This design comes from an exercise in tuning for small area, a short achievable clock period and few clock cycles per item on the open sky130 flow, not from production work.
Where RTL was checked, it was by simulation tests only, not by an equivalence proof against the original.

Setup of JK:
==> flow/design.v (excerpt) <==
module astar_open_sort_top (
	input  logic                Clk,
	input  logic                Reset,
	input  logic                node_valid,
	output logic                node_ready,
	input  logic [8-1:0] node_x,
	input  logic [8-1:0] node_y,
	input  logic [8-1:0] start_x,
	input  logic [8-1:0] start_y,
	input  logic [8-1:0] goal_x,
	input  logic [8-1:0] goal_y,
	input  logic                sort_start,
	output logic                out_valid,
	input  logic                out_ready,
	output logic [8-1:0] out_x,
	output logic [8-1:0] out_y,
	output logic [10-1:0]  out_cost,
	output logic                out_last,
	output logic                busy
);
Size: ~2600 cells after synthesis, ~500 flip-flops, roughly 83 I/O pins, roughly 24000 um^2 of cells after synthesis.
==> module handshake_out, before the edit <==
module handshake_out (
	input  logic sort_start,
	input  logic ne_r,
	input  logic busy_r,
	input  logic blk_r,
	output logic busy,
	output logic node_ready
);
	assign busy       = busy_r | (sort_start & ne_r);
	assign node_ready = ~(blk_r | (sort_start & ne_r));
endmodule
==> module astar_open_sort_top, before the edit <==
module astar_open_sort_top (
	input  logic                Clk,
	input  logic                Reset,
	input  logic                node_valid,
	output logic                node_ready,
	input  logic [8-1:0] node_x,
	input  logic [8-1:0] node_y,
	input  logic [8-1:0] start_x,
	input  logic [8-1:0] start_y,
	input  logic [8-1:0] goal_x,
	input  logic [8-1:0] goal_y,
	input  logic                sort_start,
	output logic                out_valid,
	input  logic                out_ready,
	output logic [8-1:0] out_x,
	output logic [8-1:0] out_y,
	output logic [10-1:0]  out_cost,
	output logic                out_last,
	output logic                busy
);
	localparam int N  = 16;
	localparam int EW = 2*8 + 10;    
	logic                a_v;
	logic [8-1:0] a_x, a_y;
	logic [8-1:0] a_gdx, a_gdy, a_sdx, a_sdy;
	logic                a_gsw, a_ssw;
	logic                b_v;
	logic [8-1:0] b_x, b_y;
	logic [10-1:0]  b_c;
	logic [8-1:0] e_x [N];
	logic [8-1:0] e_y [N];
	logic [10-1:0]  e_c [N];
	logic [5-1:0] cnt;         
	logic                busy_r;      
	logic                ne_r;        
	logic                blk_r;       
	logic                accept;
	logic                pop;
	logic                done;
	logic                start_go;
	logic [5-1:0] cnt_n;
	logic [N-1:0]        v;           
	logic                busy_n;
	logic [N-1:0]        gt;          
	handshake_out i_hs (
		.sort_start (sort_start),
		.ne_r       (ne_r),
		.busy_r     (busy_r),
		.blk_r      (blk_r),
		.busy       (busy),
		.node_ready (node_ready)
	);
	assign start_go   = sort_start & ne_r;
	assign accept     = node_valid & ~(blk_r | start_go);    
	assign out_valid  = busy_r;
	assign out_x      = e_x[0];
	assign out_y      = e_y[0];
	assign out_cost   = e_c[0];
	assign out_last   = busy_r & (cnt[5-1:1] == '0);
	assign pop        = busy_r & out_ready;
	assign done       = pop & (cnt[5-1:1] == '0);
	always_comb
	begin
		if (pop)
			cnt_n = cnt - 1'b1;
		else if (b_v)
			cnt_n = cnt + 1'b1;
		else
			cnt_n = cnt;
		for (int i = 0; i < N; i++)
			v[i] = cnt > i;
		busy_n = busy_r ? ~done : start_go;
	end
	always_ff @(posedge Clk or posedge Reset)
	begin
		if (Reset)
		begin
			a_v    <= 1'b0;
			b_v    <= 1'b0;
			cnt    <= '0;
			busy_r <= 1'b0;
			ne_r   <= 1'b0;
			blk_r  <= 1'b0;
		end
		else
		begin
			a_v    <= accept;
			b_v    <= a_v;
			cnt    <= cnt_n;
			busy_r <= busy_n;
			ne_r   <= (cnt_n != '0) | accept | a_v;
			blk_r  <= busy_n | (({1'b0, cnt_n} + accept + a_v) >= N);
		end
	end
	logic [8-1:0] gdx, gdy, sdx, sdy;
	logic                gsw, ssw;
	logic [10-1:0]  cost;
	octile_diff i_goal  (.ax(node_x), .ay(node_y), .bx(goal_x),  .by(goal_y),  .dx(gdx), .dy(gdy), .sw(gsw));
	octile_diff i_start (.ax(node_x), .ay(node_y), .bx(start_x), .by(start_y), .dx(sdx), .dy(sdy), .sw(ssw));
	octile_sum  i_sum   (.g_dx(a_gdx), .g_dy(a_gdy), .g_sw(a_gsw), .s_dx(a_sdx), .s_dy(a_sdy), .s_sw(a_ssw), .cost(cost));
	always_ff @(posedge Clk)
	begin
		a_x   <= node_x;
		a_y   <= node_y;
		a_gdx <= gdx;
		a_gdy <= gdy;
		a_gsw <= gsw;
		a_sdx <= sdx;
		a_sdy <= sdy;
		a_ssw <= ssw;
		b_x   <= a_x;
		b_y   <= a_y;
		b_c   <= cost;
	end
	logic [EW-1:0] e_q [N];
	logic [EW-1:0] e_d [N];
	logic [EW-1:0] b_e;
	logic [N-1:0]  c_gt;
	logic [10-1:0] b_cn;
	logic [N-1:0]  s_pop, s_sh, s_new, s_hold;
	assign b_e = {b_x, b_y, b_c};
	assign b_cn = ~b_c;
	always_comb
		for (int i = 0; i < N; i++)
		begin
			e_q[i]    = {e_x[i], e_y[i], e_c[i]};
			gt[i]     = ~v[i] | c_gt[i];
			s_pop[i]  = pop;
			s_sh[i]   = ~pop & b_v & gt[i] & ((i > 0) ? gt[(i > 0) ? i-1 : 0] : 1'b0);
			s_new[i]  = ~pop & b_v & gt[i] & ((i > 0) ? ~gt[(i > 0) ? i-1 : 0] : 1'b1);
			s_hold[i] = ~pop & ~(b_v & gt[i]);
		end
	for (genvar i = 0; i < N; i++)
	begin : g_entry
		cost_greater i_gt (.a(e_c[i]), .b_n(b_cn), .gt(c_gt[i]));
		list_entry_next i_next (
			.q      (e_q[i]),
			.q_prev ((i > 0)   ? e_q[(i > 0) ? i-1 : 0]     : b_e),
			.q_next ((i < N-1) ? e_q[(i < N-1) ? i+1 : i] : e_q[i]),
			.q_new  (b_e),
			.s_pop  (s_pop[i]),
			.s_sh   (s_sh[i]),
			.s_new  (s_new[i]),
			.s_hold (s_hold[i]),
			.d      (e_d[i])
		);
	end
	always_ff @(posedge Clk)
		for (int i = 0; i < N; i++)
			{e_x[i], e_y[i], e_c[i]} <= e_d[i];
endmodule
==> flow/config.mk <==
export PLATFORM = sky130hd
export DESIGN_NAME = astar_open_sort_top
export DESIGN_NICKNAME = astar_open_sort_top
export VERILOG_FILES = /design/flow/design.v
export SDC_FILE = /design/flow/constraint.sdc
export NUM_CORES = 4
export LEC_CHECK = 0
export CAP_MARGIN = 20
export CORE_MARGIN = 2
export CORE_UTILIZATION = 40
export SLEW_MARGIN = 20
==> flow/constraint.sdc <==
create_clock -name core_clock -period 13.0 [get_ports {Clk}]
set_input_delay 2.6000 -clock core_clock [delete_from_list [all_inputs] [get_ports {Clk}]]
set_output_delay 2.6000 -clock core_clock [all_outputs]
set_load 0.01 [all_outputs]
standard.sh (not shown) runs the stock make flow with config.mk's settings and CLKGATE_MAP_FILE= SYNTH_SCRIPT=/design/flow/synth_recipe.tcl, a recipe that flattens the netlist after the stock synthesis.
==> flow/flow/run.sh <==
#!/bin/bash
# Layout flow: the standard flow (standard.sh) with these changes:
#  - synthesis: Yosys's synth runs without its generic ABC pass (-noabc), so
#    the adder extraction sees the full adders as written; each module is mapped on its own (SYNTH_HIERARCHICAL=1; all
#    registers sit in the top module, so their names are the standard ones) and
#    ABC maps with flow/map.abc (the standard speed script without ABC's own
#    buffering and sizing; placement's repair buffers and sizes instead).
#    Registers are mapped before ABC, exactly as in the standard synthesis.
#  - timing repair aims SETUP_SLACK_MARGIN below the clock period.
#  - clock tree: smaller buffers, no dummy loads.
# Each tool's full output stays in orfs/logs/; make's output in standard_flow.log.
set -euo pipefail
W=$PWD
MARGIN=7.4
CTS="-sink_clustering_enable -repair_clock_nets -dont_use_dummy_load -buf_list sky130_fd_sc_hd__clkbuf_4 -sink_clustering_size 10 -sink_clustering_max_diameter 45"
EXTRA=(BUFFER_PORTS_ARGS="-buffer_cell sky130_fd_sc_hd__buf_1")
sed 's|^source \$::env(SCRIPTS_DIR)/synth_preamble.tcl$|&\nset abc_args [lreplace $abc_args 1 1 '"$W"'/flow/map.abc]|' \
	"$FLOW_HOME/scripts/synth.tcl" > "$W/map_synth.tcl"
grep -q "flow/map.abc" "$W/map_synth.tcl"
sed -e 's|^source \$::env(SCRIPTS_DIR)/synth.tcl$|source '"$W"'/map_synth.tcl|' \
	-e 's|^proc synth {args} { yosys synth -nofsm -noshare {\*}\$args }$|proc synth {args} { yosys synth -nofsm -noshare -noabc {*}$args }|' \
	"$W/synth_recipe.tcl" > "$W/map_synth_recipe.tcl"
grep -q "map_synth.tcl" "$W/map_synth_recipe.tcl"
grep -q -- "-noabc" "$W/map_synth_recipe.tcl"
bash standard.sh SYNTH_SCRIPT="$W/map_synth_recipe.tcl" SYNTH_HIERARCHICAL=1 \
	SETUP_SLACK_MARGIN="$MARGIN" CTS_ARGS="$CTS" "${EXTRA[@]}" \
	finish > standard_flow.log 2>&1
==> flow/flow/map.abc <==
&get -n
&st
&dch
&nf
&put
> inputs changed (JK -> MS)
--- a/flow/design.v
+++ b/flow/design.v
@@ -133,16 +133,4 @@
 endmodule
 `timescale 1ns/1ps
-module handshake_out (
-	input  logic sort_start,
-	input  logic ne_r,
-	input  logic busy_r,
-	input  logic blk_r,
-	output logic busy,
-	output logic node_ready
-);
-	assign busy       = busy_r | (sort_start & ne_r);
-	assign node_ready = ~(blk_r | (sort_start & ne_r));
-endmodule
-`timescale 1ns/1ps
 module list_entry_next #(
 	parameter int W = 2*8 + 10
@@ -219,14 +207,8 @@
 	logic                busy_n;
 	logic [N-1:0]        gt;          
-	handshake_out i_hs (
-		.sort_start (sort_start),
-		.ne_r       (ne_r),
-		.busy_r     (busy_r),
-		.blk_r      (blk_r),
-		.busy       (busy),
-		.node_ready (node_ready)
-	);
 	assign start_go   = sort_start & ne_r;
-	assign accept     = node_valid & ~(blk_r | start_go);    
+	assign busy       = busy_r | start_go;
+	assign node_ready = ~(blk_r | start_go);
+	assign accept     = node_valid & node_ready;
 	assign out_valid  = busy_r;
 	assign out_x      = e_x[0];
--- outcome ---
MS: register-to-register slack higher than JK
Synthesized-area fraction occupied by xor and xnor cells essentially unchanged between MS and JK.
In the flow results for JK and MS, the count of clock-buffer cells in the layout is smaller on JK.
In terms of die footprint, JK and MS differ only marginally.
Detail-routed via count per cell down 0.33% in MS wrt JK
MS against JK: synthesized area essentially unchanged; global-route wire length before repair now sits at about the same level; non-clock buffer count lost 1.
Fill cell instance count of the final layout in MS is 0.63% above JK.
Testbench counts of MS, summed over its fixed seeds: cycles 29,278, batches 1,280.
No functional check of the RTL was part of JK.

separate check: timing with driven ports:
The results above use ideal ports. As a check the final layouts listed here were re-extracted and re-timed, cells and wires unchanged.
Step 1 (the two cells are an assumption about what drives the block):
set clk [get_ports {Clk}]
set_driving_cell -lib_cell sky130_fd_sc_hd__clkbuf_16 $clk
set_driving_cell -lib_cell sky130_fd_sc_hd__buf_2 [delete_from_list [all_inputs] $clk]
Step 2 also shifts input and output timing later by t, the mid clock arrival at the registers, as if the neighbouring blocks saw the same clock.
Slacks: no drivers / after step 1 / after step 2; pairs: no drivers / after step 1.
| run | shift t [ns] | slack for setup (ns) | hold WS [ns] | latest minus earliest clock arrival (ns) | worst data-port slew with drivers (ns) |
|---|---|---|---|---|---|
| JK | 0.841 | 7.407 / 7.360 / 6.950 | 0.305 / 0.305 / 0.305 | 0.086 / 0.086 | 0.06 |
| MS | 0.861 | 7.430 / 7.393 / 7.154 | 0.315 / 0.315 / 0.315 | 0.100 / 0.100 | 0.05 |
After both steps setup and hold are still met in every run listed. The setup slack of JK, which loses most, moves by -0.047 ns with the drivers and by -0.457 ns with both steps.
